Background: an optimization exercise with open tools, aiming at small area. Do not read the settings as production practice. Only simulation tests tie the RTL to the original design; equivalence was not proved. Power and IR drop assume default switching activity.

==> run R <==
==> flow/design.v <==
`timescale 1ns/100ps
module csum_ring (
    input  logic       gmii_tx_clk,
    input  logic       load,
    input  logic [7:0] init_head,
    input  logic [7:0] init_tail,
    input  logic [7:0] op,
    output logic [7:0] head,
    output logic [7:0] tail
);
    logic       c;
    logic [7:0] s;
    logic [8:0] k;
    always_comb begin
        k[0] = c;
        for (int i = 0; i < 8; i++) begin
            s[i]   = head[i] ^ op[i] ^ k[i];
            k[i+1] = (head[i] & op[i]) | (head[i] & k[i]) | (op[i] & k[i]);
        end
    end
    always_ff @(posedge gmii_tx_clk) begin
        head <= load ? init_head : tail;
        tail <= load ? init_tail : s;
        c    <= load ? 1'b0 : k[8];
    end
endmodule
`timescale 1ns/100ps
module payload_fifo #(
    parameter int fifo_depth = 64     
) (
    input  logic                        gmii_tx_clk,
    input  logic                        rst,
    input  logic                        wr,
    input  logic [7:0]                  wdata,
    output logic                        full,
    input  logic                        rd,       
    output logic [7:0]                  rdata,    
    output logic                        empty
);
    localparam int aw = $clog2(fifo_depth);
    logic [8*fifo_depth-1:0] sr;
    logic [aw:0]             count;
    logic                    wr_ok;
    assign full  = count[aw];
    assign empty = count == '0;
    assign wr_ok = wr && !full;
    logic [fifo_depth-1:0] sel;
    always_comb begin
        for (int i = 0; i < fifo_depth; i++)
            sel[i] = count[aw-1:0] == i[aw-1:0];
        rdata = 8'h00;
        for (int i = 0; i < fifo_depth; i++)
            rdata = rdata | (sr[8*i +: 8] & {8{sel[i]}});
    end
    logic [aw:0] count_next;
    always_comb begin
        logic k;
        k = wr_ok ^ rd;
        for (int i = 0; i <= aw; i++) begin
            count_next[i] = count[i] ^ k;
            k             = k & (count[i] ^ rd);
        end
    end
    always_ff @(posedge gmii_tx_clk or posedge rst) begin
        if (rst)
            count <= '0;
        else
            count <= count_next;
    end
    always_ff @(posedge gmii_tx_clk) begin
        if (wr_ok)
            sr <= {sr[8*fifo_depth-9:0], wdata};
    end
endmodule
`timescale 1ns/100ps
module crc32_byte (
    input  logic [31:0] crc_in,
    input  logic [7:0]  x,
    output logic [31:0] crc_out
);
    logic [31:0] c;
    always_comb begin
        c = {24'h0, x};
        for (int i = 0; i < 8; i++)
            c = c[0] ? ((c >> 1) ^ 32'hedb8_8320) : (c >> 1);
        crc_out = {8'h00, crc_in[31:8]} ^ c;
    end
endmodule
`timescale 1ns/100ps
module icmp_echo_tx #(
    parameter logic [47:0] board_mac       = 48'h00_11_22_33_44_55,
    parameter logic [31:0] board_ip        = {8'd192, 8'd168, 8'd0, 8'd2},
    parameter logic [47:0] default_dst_mac = 48'hff_ff_ff_ff_ff_ff,
    parameter logic [31:0] default_dst_ip  = {8'd192, 8'd168, 8'd0, 8'd3},
    parameter int          fifo_depth      = 64
) (
    input  logic                      gmii_tx_clk,
    input  logic                      rst,
    input  logic                      tx_start,
    input  logic [15:0]               tx_byte_num,
    input  logic [47:0]               dst_mac,
    input  logic [31:0]               dst_ip,
    input  logic [15:0]               icmp_id,
    input  logic [15:0]               icmp_seq,
    input  logic [31:0]               data_sum,      
    input  logic [7:0]                payload_data,
    input  logic                      payload_wr,
    output logic                      payload_full,
    output logic                      gmii_tx_en,
    output logic [7:0]                gmii_txd,
    output logic                      busy,
    output logic                      tx_done
);
    localparam logic [6:0] t_hold = 7'd78;
    localparam logic [6:0] t_done = 7'd85;
    localparam logic [31:0] ip_const = 32'h4500 + 32'h4000 + 32'h8001 + 32'd28
                                     + {16'h0, board_ip[31:16]} + {16'h0, board_ip[15:0]};
    localparam logic [16:0] ip_fold  = {1'b0, ip_const[31:16]} + {1'b0, ip_const[15:0]};
    localparam logic [15:0] ip_init  = ip_fold[15:0] + {15'h0, ip_fold[16]};
    logic [6:0]  t;
    logic        accept;
    logic [10:0] n;             
    logic        n_nz;
    logic        fifo_rd;
    logic        fifo_empty;
    logic [7:0]  fifo_data;
    logic        rd_valid;
    logic [7:0]  tx_byte;
    logic [31:0] crc;
    logic [31:0] crc_next;
    logic [7:0]  crc_x;
    assign busy    = (t != 7'd0) && (t != t_done);
    assign tx_done = t == t_done;
    assign accept  = tx_start && !busy;
    assign gmii_tx_en = (t >= 7'd12) && (t <= 7'd83);
    assign n_nz    = n != 11'd0;
    logic [6:0]  t_inc;
    logic [10:0] n_dec;
    always_comb begin
        logic k;
        k = 1'b1;
        for (int i = 0; i < 7; i++) begin
            t_inc[i] = t[i] ^ k;
            k        = k & t[i];
        end
        k = 1'b1;
        for (int i = 0; i < 11; i++) begin
            n_dec[i] = n[i] ^ k;
            k        = k & !n[i];
        end
    end
    always_ff @(posedge gmii_tx_clk or posedge rst) begin
        if (rst)
            t <= 7'd0;
        else if (accept)
            t <= 7'd1;
        else if (t == 7'd0 || t == t_done)
            t <= 7'd0;
        else if (t != t_hold || !n_nz)
            t <= t_inc;
    end
    always_ff @(posedge gmii_tx_clk) begin
        if (accept)
            n <= tx_byte_num[10:0];
        else if (t >= 7'd60 && n_nz)
            n <= n_dec;
    end
    logic [7:0] mac_r [6];
    logic       mac_dflt;
    always_ff @(posedge gmii_tx_clk) begin
        for (int i = 0; i < 6; i++)
            mac_r[i] <= accept ? dst_mac[8*(5-i) +: 8] : mac_r[(i+1)%6];
    end
    always_ff @(posedge gmii_tx_clk) begin
        if (accept)
            mac_dflt <= 1'b1;
        else if (t >= 7'd1 && t <= 7'd6 && mac_r[0] != 8'h00)
            mac_dflt <= 1'b0;
    end
    logic [31:0] ip_v;
    logic [7:0]  ip_r [4];
    assign ip_v = dst_ip | ((dst_ip == 32'd0) ? default_dst_ip : 32'd0);
    always_ff @(posedge gmii_tx_clk) begin
        for (int i = 0; i < 4; i++)
            ip_r[i] <= accept ? ip_v[8*(3-i) +: 8] : ip_r[(i+1)%4];
    end
    logic [31:0] idseq_v;
    logic [7:0]  idseq_r [4];
    assign idseq_v = {icmp_id, icmp_seq};
    always_ff @(posedge gmii_tx_clk) begin
        for (int i = 0; i < 4; i++)
            idseq_r[i] <= accept ? idseq_v[8*(3-i) +: 8] : idseq_r[(i+1)%4];
    end
    logic [7:0] dsh_lo;
    logic [1:0] dsh_hi;
    always_ff @(posedge gmii_tx_clk) begin
        dsh_lo <= accept ? data_sum[23:16] : {6'd0, dsh_hi};
        dsh_hi <= accept ? data_sum[25:24] : 2'd0;
    end
    logic [7:0] id_head;
    logic [7:0] id_tail;
    logic       id_turn;
    logic       id_c;
    logic [7:0] id_sum;
    assign id_turn = (t == 7'd6) || (t == 7'd7) || (t == 7'd37) || (t == 7'd38);
    always_comb begin
        logic k;
        k = (t == 7'd6) || ((t == 7'd7) && id_c);
        for (int i = 0; i < 8; i++) begin
            id_sum[i] = id_head[i] ^ k;
            k         = k & id_head[i];
        end
    end
    always_ff @(posedge gmii_tx_clk) begin
        id_c <= &id_head;
    end
    always_ff @(posedge gmii_tx_clk or posedge rst) begin
        if (rst) begin
            id_head <= 8'd0;
            id_tail <= 8'd0;
        end else if (id_turn) begin
            id_head <= id_tail;
            id_tail <= id_sum;
        end
    end
    logic [7:0] ip_op;
    logic [7:0] ip_cs;
    logic [7:0] icmp_op;
    logic [7:0] icmp_cs;
    always_comb begin
        ip_op = 8'd0;
        if (t >= 7'd1 && t <= 7'd4) ip_op = ip_r[0];
        if (t == 7'd5)              ip_op = {5'd0, n[10:8]};
        if (t == 7'd6 || t == 7'd7) ip_op = id_sum;
        if (t == 7'd8)              ip_op = n[7:0];
        icmp_op = dsh_lo;
        if (t >= 7'd4 && t <= 7'd7) icmp_op = idseq_r[1];
    end
    csum_ring u_ip_sum (
        .gmii_tx_clk (gmii_tx_clk),
        .load        (accept),
        .init_head   (ip_init[15:8]),
        .init_tail   (ip_init[7:0]),
        .op          (ip_op),
        .head        (ip_cs),
        .tail        ()
    );
    csum_ring u_icmp_sum (
        .gmii_tx_clk (gmii_tx_clk),
        .load        (accept),
        .init_head   (data_sum[7:0]),
        .init_tail   (data_sum[15:8]),
        .op          (icmp_op),
        .head        (),
        .tail        (icmp_cs)
    );
    payload_fifo #(
        .fifo_depth (fifo_depth)
    ) u_fifo (
        .gmii_tx_clk (gmii_tx_clk),
        .rst         (rst),
        .wr          (payload_wr),
        .wdata       (payload_data),
        .full        (payload_full),
        .rd          (fifo_rd),
        .rdata       (fifo_data),
        .empty       (fifo_empty)
    );
    assign fifo_rd = (t >= 7'd60) && n_nz && !fifo_empty;
    always_ff @(posedge gmii_tx_clk) begin
        rd_valid <= fifo_rd;
    end
    localparam logic [10:0] tl_add = 11'd28;
    logic [10:0] total_len;
    always_comb begin
        logic k;
        k = 1'b0;
        for (int i = 0; i < 11; i++) begin
            total_len[i] = n[i] ^ tl_add[i] ^ k;
            k            = (n[i] & tl_add[i]) | (n[i] & k) | (tl_add[i] & k);
        end
    end
    always_comb begin
        tx_byte = 8'h00;
        case (t)
            7'd11, 7'd12, 7'd13, 7'd14,
            7'd15, 7'd16, 7'd17:          tx_byte = 8'h55;
            7'd18:                        tx_byte = 8'hd5;
            7'd19, 7'd20, 7'd21,
            7'd22, 7'd23, 7'd24:          tx_byte = mac_r[0] | {8{mac_dflt}};
            7'd25:                        tx_byte = board_mac[47:40];
            7'd26:                        tx_byte = board_mac[39:32];
            7'd27:                        tx_byte = board_mac[31:24];
            7'd28:                        tx_byte = board_mac[23:16];
            7'd29:                        tx_byte = board_mac[15:8];
            7'd30:                        tx_byte = board_mac[7:0];
            7'd31:                        tx_byte = 8'h08;
            7'd32:                        tx_byte = 8'h00;
            7'd33:                        tx_byte = 8'h45;
            7'd34:                        tx_byte = 8'h00;
            7'd35:                        tx_byte = {5'd0, total_len[10:8]};
            7'd36:                        tx_byte = total_len[7:0];
            7'd37, 7'd38:                 tx_byte = id_tail;
            7'd39:                        tx_byte = 8'h40;
            7'd40:                        tx_byte = 8'h00;
            7'd41:                        tx_byte = 8'h80;
            7'd42:                        tx_byte = 8'h01;
            7'd43, 7'd44:                 tx_byte = ~ip_cs;
            7'd45:                        tx_byte = board_ip[31:24];
            7'd46:                        tx_byte = board_ip[23:16];
            7'd47:                        tx_byte = board_ip[15:8];
            7'd48:                        tx_byte = board_ip[7:0];
            7'd49, 7'd50, 7'd51, 7'd52:   tx_byte = ip_r[0];
            7'd53, 7'd54:                 tx_byte = 8'h00;
            7'd55, 7'd56:                 tx_byte = ~icmp_cs;
            7'd57, 7'd58, 7'd59, 7'd60:   tx_byte = idseq_r[0];
            7'd79, 7'd80, 7'd81, 7'd82:   tx_byte = ~crc[7:0];
            default:                      tx_byte = (t >= 7'd61 && t <= 7'd78 && rd_valid) ? fifo_data : 8'h00;
        endcase
    end
    logic crc_on;
    logic crc_inv;
    assign crc_on  = (t >= 7'd19) && (t <= 7'd78);
    assign crc_inv = (t >= 7'd19) && (t <= 7'd22);
    assign crc_x   = crc_on ? (crc[7:0] ^ tx_byte ^ {8{crc_inv}}) : 8'h00;
    crc32_byte u_crc (
        .crc_in  (crc),
        .x       (crc_x),
        .crc_out (crc_next)
    );
    always_ff @(posedge gmii_tx_clk) begin
        crc      <= crc_next;
        gmii_txd <= tx_byte;
    end
endmodule
==> flow/flow/run.sh <==
#!/bin/bash
# Own layout flow: the standard flow (standard.sh) with three changes:
#  - synthesis maps the logic with an area-oriented ABC script (flow/abc_area.script)
#    in place of ORFS's speed script; everything else in synthesis is unchanged
#  - the port buffers are buf_1 cells instead of clkdlybuf4s50_1
#  - clock tree synthesis uses larger sink clusters and inserts no dummy loads
# The tools' logs are ORFS's, under orfs/logs; make's own output goes to flow_make.log.
set -euo pipefail
cd "$(dirname "$0")/.."
W=$PWD
rm -rf "$W/scripts_mod"
cp -r "$FLOW_HOME/scripts" "$W/scripts_mod"
cp "$W/flow/abc_area.script" "$W/scripts_mod/abc_speed.script"
export SCRIPTS_DIR="$W/scripts_mod"
export BUFFER_PORTS_ARGS="-buffer_cell sky130_fd_sc_hd__buf_1"
export CTS_ARGS="-sink_clustering_enable -repair_clock_nets -dont_use_dummy_load -sink_clustering_size 14 -sink_clustering_max_diameter 60 -buf_list {sky130_fd_sc_hd__clkbuf_4 sky130_fd_sc_hd__clkbuf_8}"
bash "$W/standard.sh" > "$W/flow_make.log" 2>&1
==> flow/flow/abc_area.script <==
strash
dc2
dch -f
amap -F 4 -A 4
topo
stime -c
==> flow/standard.sh <==
#!/bin/bash
# synth_recipe.tcl (not shown) runs the flow's synth.tcl, then flattens the netlist and writes it again
# the make line also repeats each setting of config.mk as NAME=value (left out here)
make -C /OpenROAD-flow-scripts/flow DESIGN_CONFIG=/design/flow/config.mk WORK_HOME=/design/flow/orfs CLKGATE_MAP_FILE= SYNTH_SCRIPT=/design/flow/synth_recipe.tcl "${@:-finish}"
==> flow/config.mk <==
export PLATFORM = sky130hd
export DESIGN_NAME = icmp_echo_tx
export DESIGN_NICKNAME = icmp_echo_tx
export VERILOG_FILES = /design/flow/design.v
export SDC_FILE = /design/flow/constraint.sdc
export NUM_CORES = 4
export LEC_CHECK = 0
export CAP_MARGIN = 10
export CORE_MARGIN = 2
export CORE_UTILIZATION = 62
export PLACE_DENSITY = 0.72
export SLEW_MARGIN = 10
==> flow/constraint.sdc <==
create_clock -name core_clock -period 8.0 [get_ports {gmii_tx_clk}]
set_input_delay 1.6000 -clock core_clock [delete_from_list [all_inputs] [get_ports {gmii_tx_clk}]]
set_output_delay 1.6000 -clock core_clock [all_outputs]
set_load 0.01 [all_outputs]
==> run B (differences from run R) <==
--- a/flow/design.v
+++ b/flow/design.v
@@ -9,19 +9,12 @@
     output logic [7:0] tail
 );
     logic       c;
-    logic [7:0] s;
-    logic [8:0] k;
-    always_comb begin
-        k[0] = c;
-        for (int i = 0; i < 8; i++) begin
-            s[i]   = head[i] ^ op[i] ^ k[i];
-            k[i+1] = (head[i] & op[i]) | (head[i] & k[i]) | (op[i] & k[i]);
-        end
-    end
+    logic [8:0] s;
+    assign s = {1'b0, head} + {1'b0, op} + {8'h00, c};
     always_ff @(posedge gmii_tx_clk) begin
         head <= load ? init_head : tail;
-        tail <= load ? init_tail : s;
-        c    <= load ? 1'b0 : k[8];
+        tail <= load ? init_tail : s[7:0];
+        c    <= load ? 1'b0 : s[8];
     end
 endmodule
 `timescale 1ns/100ps
@@ -52,20 +45,13 @@
         for (int i = 0; i < fifo_depth; i++)
             rdata = rdata | (sr[8*i +: 8] & {8{sel[i]}});
     end
-    logic [aw:0] count_next;
-    always_comb begin
-        logic k;
-        k = wr_ok ^ rd;
-        for (int i = 0; i <= aw; i++) begin
-            count_next[i] = count[i] ^ k;
-            k             = k & (count[i] ^ rd);
-        end
-    end
     always_ff @(posedge gmii_tx_clk or posedge rst) begin
         if (rst)
             count <= '0;
-        else
-            count <= count_next;
+        else if (wr_ok && !rd)
+            count <= count + 1'b1;
+        else if (!wr_ok && rd)
+            count <= count - 1'b1;
     end
     always_ff @(posedge gmii_tx_clk) begin
         if (wr_ok)
@@ -134,21 +120,6 @@
     assign accept  = tx_start && !busy;
     assign gmii_tx_en = (t >= 7'd12) && (t <= 7'd83);
     assign n_nz    = n != 11'd0;
-    logic [6:0]  t_inc;
-    logic [10:0] n_dec;
-    always_comb begin
-        logic k;
-        k = 1'b1;
-        for (int i = 0; i < 7; i++) begin
-            t_inc[i] = t[i] ^ k;
-            k        = k & t[i];
-        end
-        k = 1'b1;
-        for (int i = 0; i < 11; i++) begin
-            n_dec[i] = n[i] ^ k;
-            k        = k & !n[i];
-        end
-    end
     always_ff @(posedge gmii_tx_clk or posedge rst) begin
         if (rst)
             t <= 7'd0;
@@ -157,25 +128,21 @@
         else if (t == 7'd0 || t == t_done)
             t <= 7'd0;
         else if (t != t_hold || !n_nz)
-            t <= t_inc;
+            t <= t + 7'd1;
     end
     always_ff @(posedge gmii_tx_clk) begin
         if (accept)
             n <= tx_byte_num[10:0];
         else if (t >= 7'd60 && n_nz)
-            n <= n_dec;
+            n <= n - 11'd1;
     end
     logic [7:0] mac_r [6];
     logic       mac_dflt;
     always_ff @(posedge gmii_tx_clk) begin
         for (int i = 0; i < 6; i++)
             mac_r[i] <= accept ? dst_mac[8*(5-i) +: 8] : mac_r[(i+1)%6];
-    end
-    always_ff @(posedge gmii_tx_clk) begin
         if (accept)
-            mac_dflt <= 1'b1;
-        else if (t >= 7'd1 && t <= 7'd6 && mac_r[0] != 8'h00)
-            mac_dflt <= 1'b0;
+            mac_dflt <= dst_mac == 48'd0;
     end
     logic [31:0] ip_v;
     logic [7:0]  ip_r [4];
@@ -203,14 +170,7 @@
     logic       id_c;
     logic [7:0] id_sum;
     assign id_turn = (t == 7'd6) || (t == 7'd7) || (t == 7'd37) || (t == 7'd38);
-    always_comb begin
-        logic k;
-        k = (t == 7'd6) || ((t == 7'd7) && id_c);
-        for (int i = 0; i < 8; i++) begin
-            id_sum[i] = id_head[i] ^ k;
-            k         = k & id_head[i];
-        end
-    end
+    assign id_sum  = id_head + {7'd0, (t == 7'd6) || ((t == 7'd7) && id_c)};
     always_ff @(posedge gmii_tx_clk) begin
         id_c <= &id_head;
     end
@@ -270,16 +230,8 @@
     always_ff @(posedge gmii_tx_clk) begin
         rd_valid <= fifo_rd;
     end
-    localparam logic [10:0] tl_add = 11'd28;
     logic [10:0] total_len;
-    always_comb begin
-        logic k;
-        k = 1'b0;
-        for (int i = 0; i < 11; i++) begin
-            total_len[i] = n[i] ^ tl_add[i] ^ k;
-            k            = (n[i] & tl_add[i]) | (n[i] & k) | (tl_add[i] & k);
-        end
-    end
+    assign total_len = n + 11'd28;
     always_comb begin
         tx_byte = 8'h00;
         case (t)
@@ -318,18 +270,14 @@
             default:                      tx_byte = (t >= 7'd61 && t <= 7'd78 && rd_valid) ? fifo_data : 8'h00;
         endcase
     end
-    logic crc_on;
-    logic crc_inv;
-    assign crc_on  = (t >= 7'd19) && (t <= 7'd78);
-    assign crc_inv = (t >= 7'd19) && (t <= 7'd22);
-    assign crc_x   = crc_on ? (crc[7:0] ^ tx_byte ^ {8{crc_inv}}) : 8'h00;
+    assign crc_x = (t >= 7'd79) ? 8'h00 : (crc[7:0] ^ tx_byte);
     crc32_byte u_crc (
         .crc_in  (crc),
         .x       (crc_x),
         .crc_out (crc_next)
     );
     always_ff @(posedge gmii_tx_clk) begin
-        crc      <= crc_next;
+        crc      <= (t < 7'd19) ? 32'hffff_ffff : crc_next;
         gmii_txd <= tx_byte;
     end
 endmodule
==> flow/run.sh (new file) <==
#!/bin/bash
# synth_recipe.tcl (not shown) runs the flow's synth.tcl, then flattens the netlist and writes it again
# the make line also repeats each setting of config.mk as NAME=value (left out here)
make -C /OpenROAD-flow-scripts/flow DESIGN_CONFIG=/design/flow/config.mk WORK_HOME=/design/flow/orfs CLKGATE_MAP_FILE= SYNTH_SCRIPT=/design/flow/synth_recipe.tcl finish
==> flow/config.mk (replaced) <==
export PLATFORM = sky130hd
export DESIGN_NAME = icmp_echo_tx
export DESIGN_NICKNAME = icmp_echo_tx
export VERILOG_FILES = /design/flow/design.v
export SDC_FILE = /design/flow/constraint.sdc
export NUM_CORES = 4
export LEC_CHECK = 0
export CAP_MARGIN = 20
export CORE_MARGIN = 2
export CORE_UTILIZATION = 65
export CTS_BUF_LIST = sky130_fd_sc_hd__clkbuf_4 sky130_fd_sc_hd__clkbuf_8
export PLACE_DENSITY = 0.75
export SLEW_MARGIN = 20
removed: flow/flow/run.sh
removed: flow/flow/abc_area.script
removed: flow/standard.sh
==> run C (differences from run R) <==
--- a/flow/design.v
+++ b/flow/design.v
@@ -280,44 +280,52 @@
             k            = (n[i] & tl_add[i]) | (n[i] & k) | (tl_add[i] & k);
         end
     end
+    logic [7:0] hdr_const;
     always_comb begin
-        tx_byte = 8'h00;
         case (t)
             7'd11, 7'd12, 7'd13, 7'd14,
-            7'd15, 7'd16, 7'd17:          tx_byte = 8'h55;
-            7'd18:                        tx_byte = 8'hd5;
-            7'd19, 7'd20, 7'd21,
-            7'd22, 7'd23, 7'd24:          tx_byte = mac_r[0] | {8{mac_dflt}};
-            7'd25:                        tx_byte = board_mac[47:40];
-            7'd26:                        tx_byte = board_mac[39:32];
-            7'd27:                        tx_byte = board_mac[31:24];
-            7'd28:                        tx_byte = board_mac[23:16];
-            7'd29:                        tx_byte = board_mac[15:8];
-            7'd30:                        tx_byte = board_mac[7:0];
-            7'd31:                        tx_byte = 8'h08;
-            7'd32:                        tx_byte = 8'h00;
-            7'd33:                        tx_byte = 8'h45;
-            7'd34:                        tx_byte = 8'h00;
-            7'd35:                        tx_byte = {5'd0, total_len[10:8]};
-            7'd36:                        tx_byte = total_len[7:0];
-            7'd37, 7'd38:                 tx_byte = id_tail;
-            7'd39:                        tx_byte = 8'h40;
-            7'd40:                        tx_byte = 8'h00;
-            7'd41:                        tx_byte = 8'h80;
-            7'd42:                        tx_byte = 8'h01;
-            7'd43, 7'd44:                 tx_byte = ~ip_cs;
-            7'd45:                        tx_byte = board_ip[31:24];
-            7'd46:                        tx_byte = board_ip[23:16];
-            7'd47:                        tx_byte = board_ip[15:8];
-            7'd48:                        tx_byte = board_ip[7:0];
-            7'd49, 7'd50, 7'd51, 7'd52:   tx_byte = ip_r[0];
-            7'd53, 7'd54:                 tx_byte = 8'h00;
-            7'd55, 7'd56:                 tx_byte = ~icmp_cs;
-            7'd57, 7'd58, 7'd59, 7'd60:   tx_byte = idseq_r[0];
-            7'd79, 7'd80, 7'd81, 7'd82:   tx_byte = ~crc[7:0];
-            default:                      tx_byte = (t >= 7'd61 && t <= 7'd78 && rd_valid) ? fifo_data : 8'h00;
+            7'd15, 7'd16, 7'd17:          hdr_const = 8'h55;
+            7'd18:                        hdr_const = 8'hd5;
+            7'd25:                        hdr_const = board_mac[47:40];
+            7'd26:                        hdr_const = board_mac[39:32];
+            7'd27:                        hdr_const = board_mac[31:24];
+            7'd28:                        hdr_const = board_mac[23:16];
+            7'd29:                        hdr_const = board_mac[15:8];
+            7'd30:                        hdr_const = board_mac[7:0];
+            7'd31:                        hdr_const = 8'h08;
+            7'd33:                        hdr_const = 8'h45;
+            7'd39:                        hdr_const = 8'h40;
+            7'd41:                        hdr_const = 8'h80;
+            7'd42:                        hdr_const = 8'h01;
+            7'd45:                        hdr_const = board_ip[31:24];
+            7'd46:                        hdr_const = board_ip[23:16];
+            7'd47:                        hdr_const = board_ip[15:8];
+            7'd48:                        hdr_const = board_ip[7:0];
+            default:                      hdr_const = 8'h00;
         endcase
     end
+    logic s_mac, s_tlhi, s_tllo, s_id, s_ipcs, s_ip, s_icmpcs, s_idseq, s_pay, s_fcs;
+    assign s_mac    = (t >= 7'd19) && (t <= 7'd24);
+    assign s_tlhi   = t == 7'd35;
+    assign s_tllo   = t == 7'd36;
+    assign s_id     = (t == 7'd37) || (t == 7'd38);
+    assign s_ipcs   = (t == 7'd43) || (t == 7'd44);
+    assign s_ip     = (t >= 7'd49) && (t <= 7'd52);
+    assign s_icmpcs = (t == 7'd55) || (t == 7'd56);
+    assign s_idseq  = (t >= 7'd57) && (t <= 7'd60);
+    assign s_pay    = (t >= 7'd61) && (t <= 7'd78) && rd_valid;
+    assign s_fcs    = (t >= 7'd79) && (t <= 7'd82);
+    assign tx_byte = hdr_const
+                   | ({8{s_mac}}    & (mac_r[0] | {8{mac_dflt}}))
+                   | ({8{s_tlhi}}   & {5'd0, total_len[10:8]})
+                   | ({8{s_tllo}}   & total_len[7:0])
+                   | ({8{s_id}}     & id_tail)
+                   | ({8{s_ipcs}}   & ~ip_cs)
+                   | ({8{s_ip}}     & ip_r[0])
+                   | ({8{s_icmpcs}} & ~icmp_cs)
+                   | ({8{s_idseq}}  & idseq_r[0])
+                   | ({8{s_pay}}    & fifo_data)
+                   | ({8{s_fcs}}    & ~crc[7:0]);
     logic crc_on;
     logic crc_inv;
     assign crc_on  = (t >= 7'd19) && (t <= 7'd78);
==> flow/flow/abc_area.script (replaced) <==
strash
dc2
dc2
dch -f
amap
topo
stime -c
==> flow/config.mk (replaced) <==
export PLATFORM = sky130hd
export DESIGN_NAME = icmp_echo_tx
export DESIGN_NICKNAME = icmp_echo_tx
export VERILOG_FILES = /design/flow/design.v
export SDC_FILE = /design/flow/constraint.sdc
export NUM_CORES = 4
export LEC_CHECK = 0
export CAP_MARGIN = 20
export CORE_MARGIN = 2
export CORE_UTILIZATION = 55
export PLACE_DENSITY = 0.65
export SLEW_MARGIN = 20
==> qor summary <==
|  | run C | run R | run B |
|---|---|---|---|
| Start point of the worst min-delay path | ip_r[2][0]$_DFF_P_ | u_fifo.sr[17]$_DFFE_PP_ | idseq_r[3][2]$_DFF_P_ |
| Number of iterations in the first detailed-routing pass | 10 | 10 | 8 |
| Metal1 wirelength | 33100 um | 32100 um | 31100 um |
| Top Usage Layer GRT | met2 | met1 | met2 |
| Placed cell area | 30000 sq um | 29900 sq um | 33200 sq um |
| Crit-path max FO | 9 | 10 | 17 |
| Number of nets in the layout | 2419 | 2457 | 3012 |
| Run status | complete, no violations | failed layout checks | complete, no violations |
| Violated checks | - | max-capacitance violations, max-slew violations | - |
| Power Density | 196 nW/um^2 | 194 nW/um^2 | 298 nW/um^2 |
| Clock latency on the worst-skew pair | 0.67 ns | 0.72 ns | 0.74 ns |
| Pint | 4.87 mW | 4.80 mW | 7.20 mW |
| Number of synthesized flops with an enable pin | 523 | 523 | 524 |
| Post-synthesis share of cell area spent on and, or, nand and nor gates | 6.74% | 7.38% | 21.4% |
| Hold Slack | 0.415 ns | 0.384 ns | 0.408 ns |
| Capture instance of the worst register-to-register path | u_ip_sum.tail[7]$_SDFF_PP1_ | u_ip_sum.tail[7]$_SDFF_PP1_ | crc[18]$_SDFF_PN1_ |
| Startpoint of the lowest-slack register-to-register path | t[5]$_DFFE_PP0P_ | t[4]$_DFFE_PP0P_ | u_fifo.count[0]$_DFFE_PP0P_ |
| Reg2Reg Depth | 22 | 20 | 12 |
| Number of non-clock inverters in the layout | 104 | 112 | 33 |

[separate check: timing with driven ports]
No port has a modelled driver above. Below, the same layouts with a new extraction and two added sets of constraints.
Step 1 sets driving cells, clkbuf_16 on the clock port and buf_2 on the other inputs (assumed; they add their load-dependent delay and slew).
Step 2 adds t to the input delays and takes it off the output delays; t is the mean of the earliest and latest rising clock arrival at the registers after step 1. Input paths then give back, and output paths get back, about the clock's delay inside the block.
Three values: ideal, step 1, step 2; two values: the first two.
run	t, ns	setup slack, ns	slew at the worst register clock pin (ns)	worst slew at a driven data input, ns	pins driven straight from the clock port
run R	0.732	1.764 / 1.764 / 1.764	0.10 / 0.10	0.10	1
run B	0.786	2.450 / 2.390 / 2.673	0.08 / 0.08	0.09	1
run C	0.710	1.336 / 1.336 / 1.336	0.10 / 0.10	0.06	1
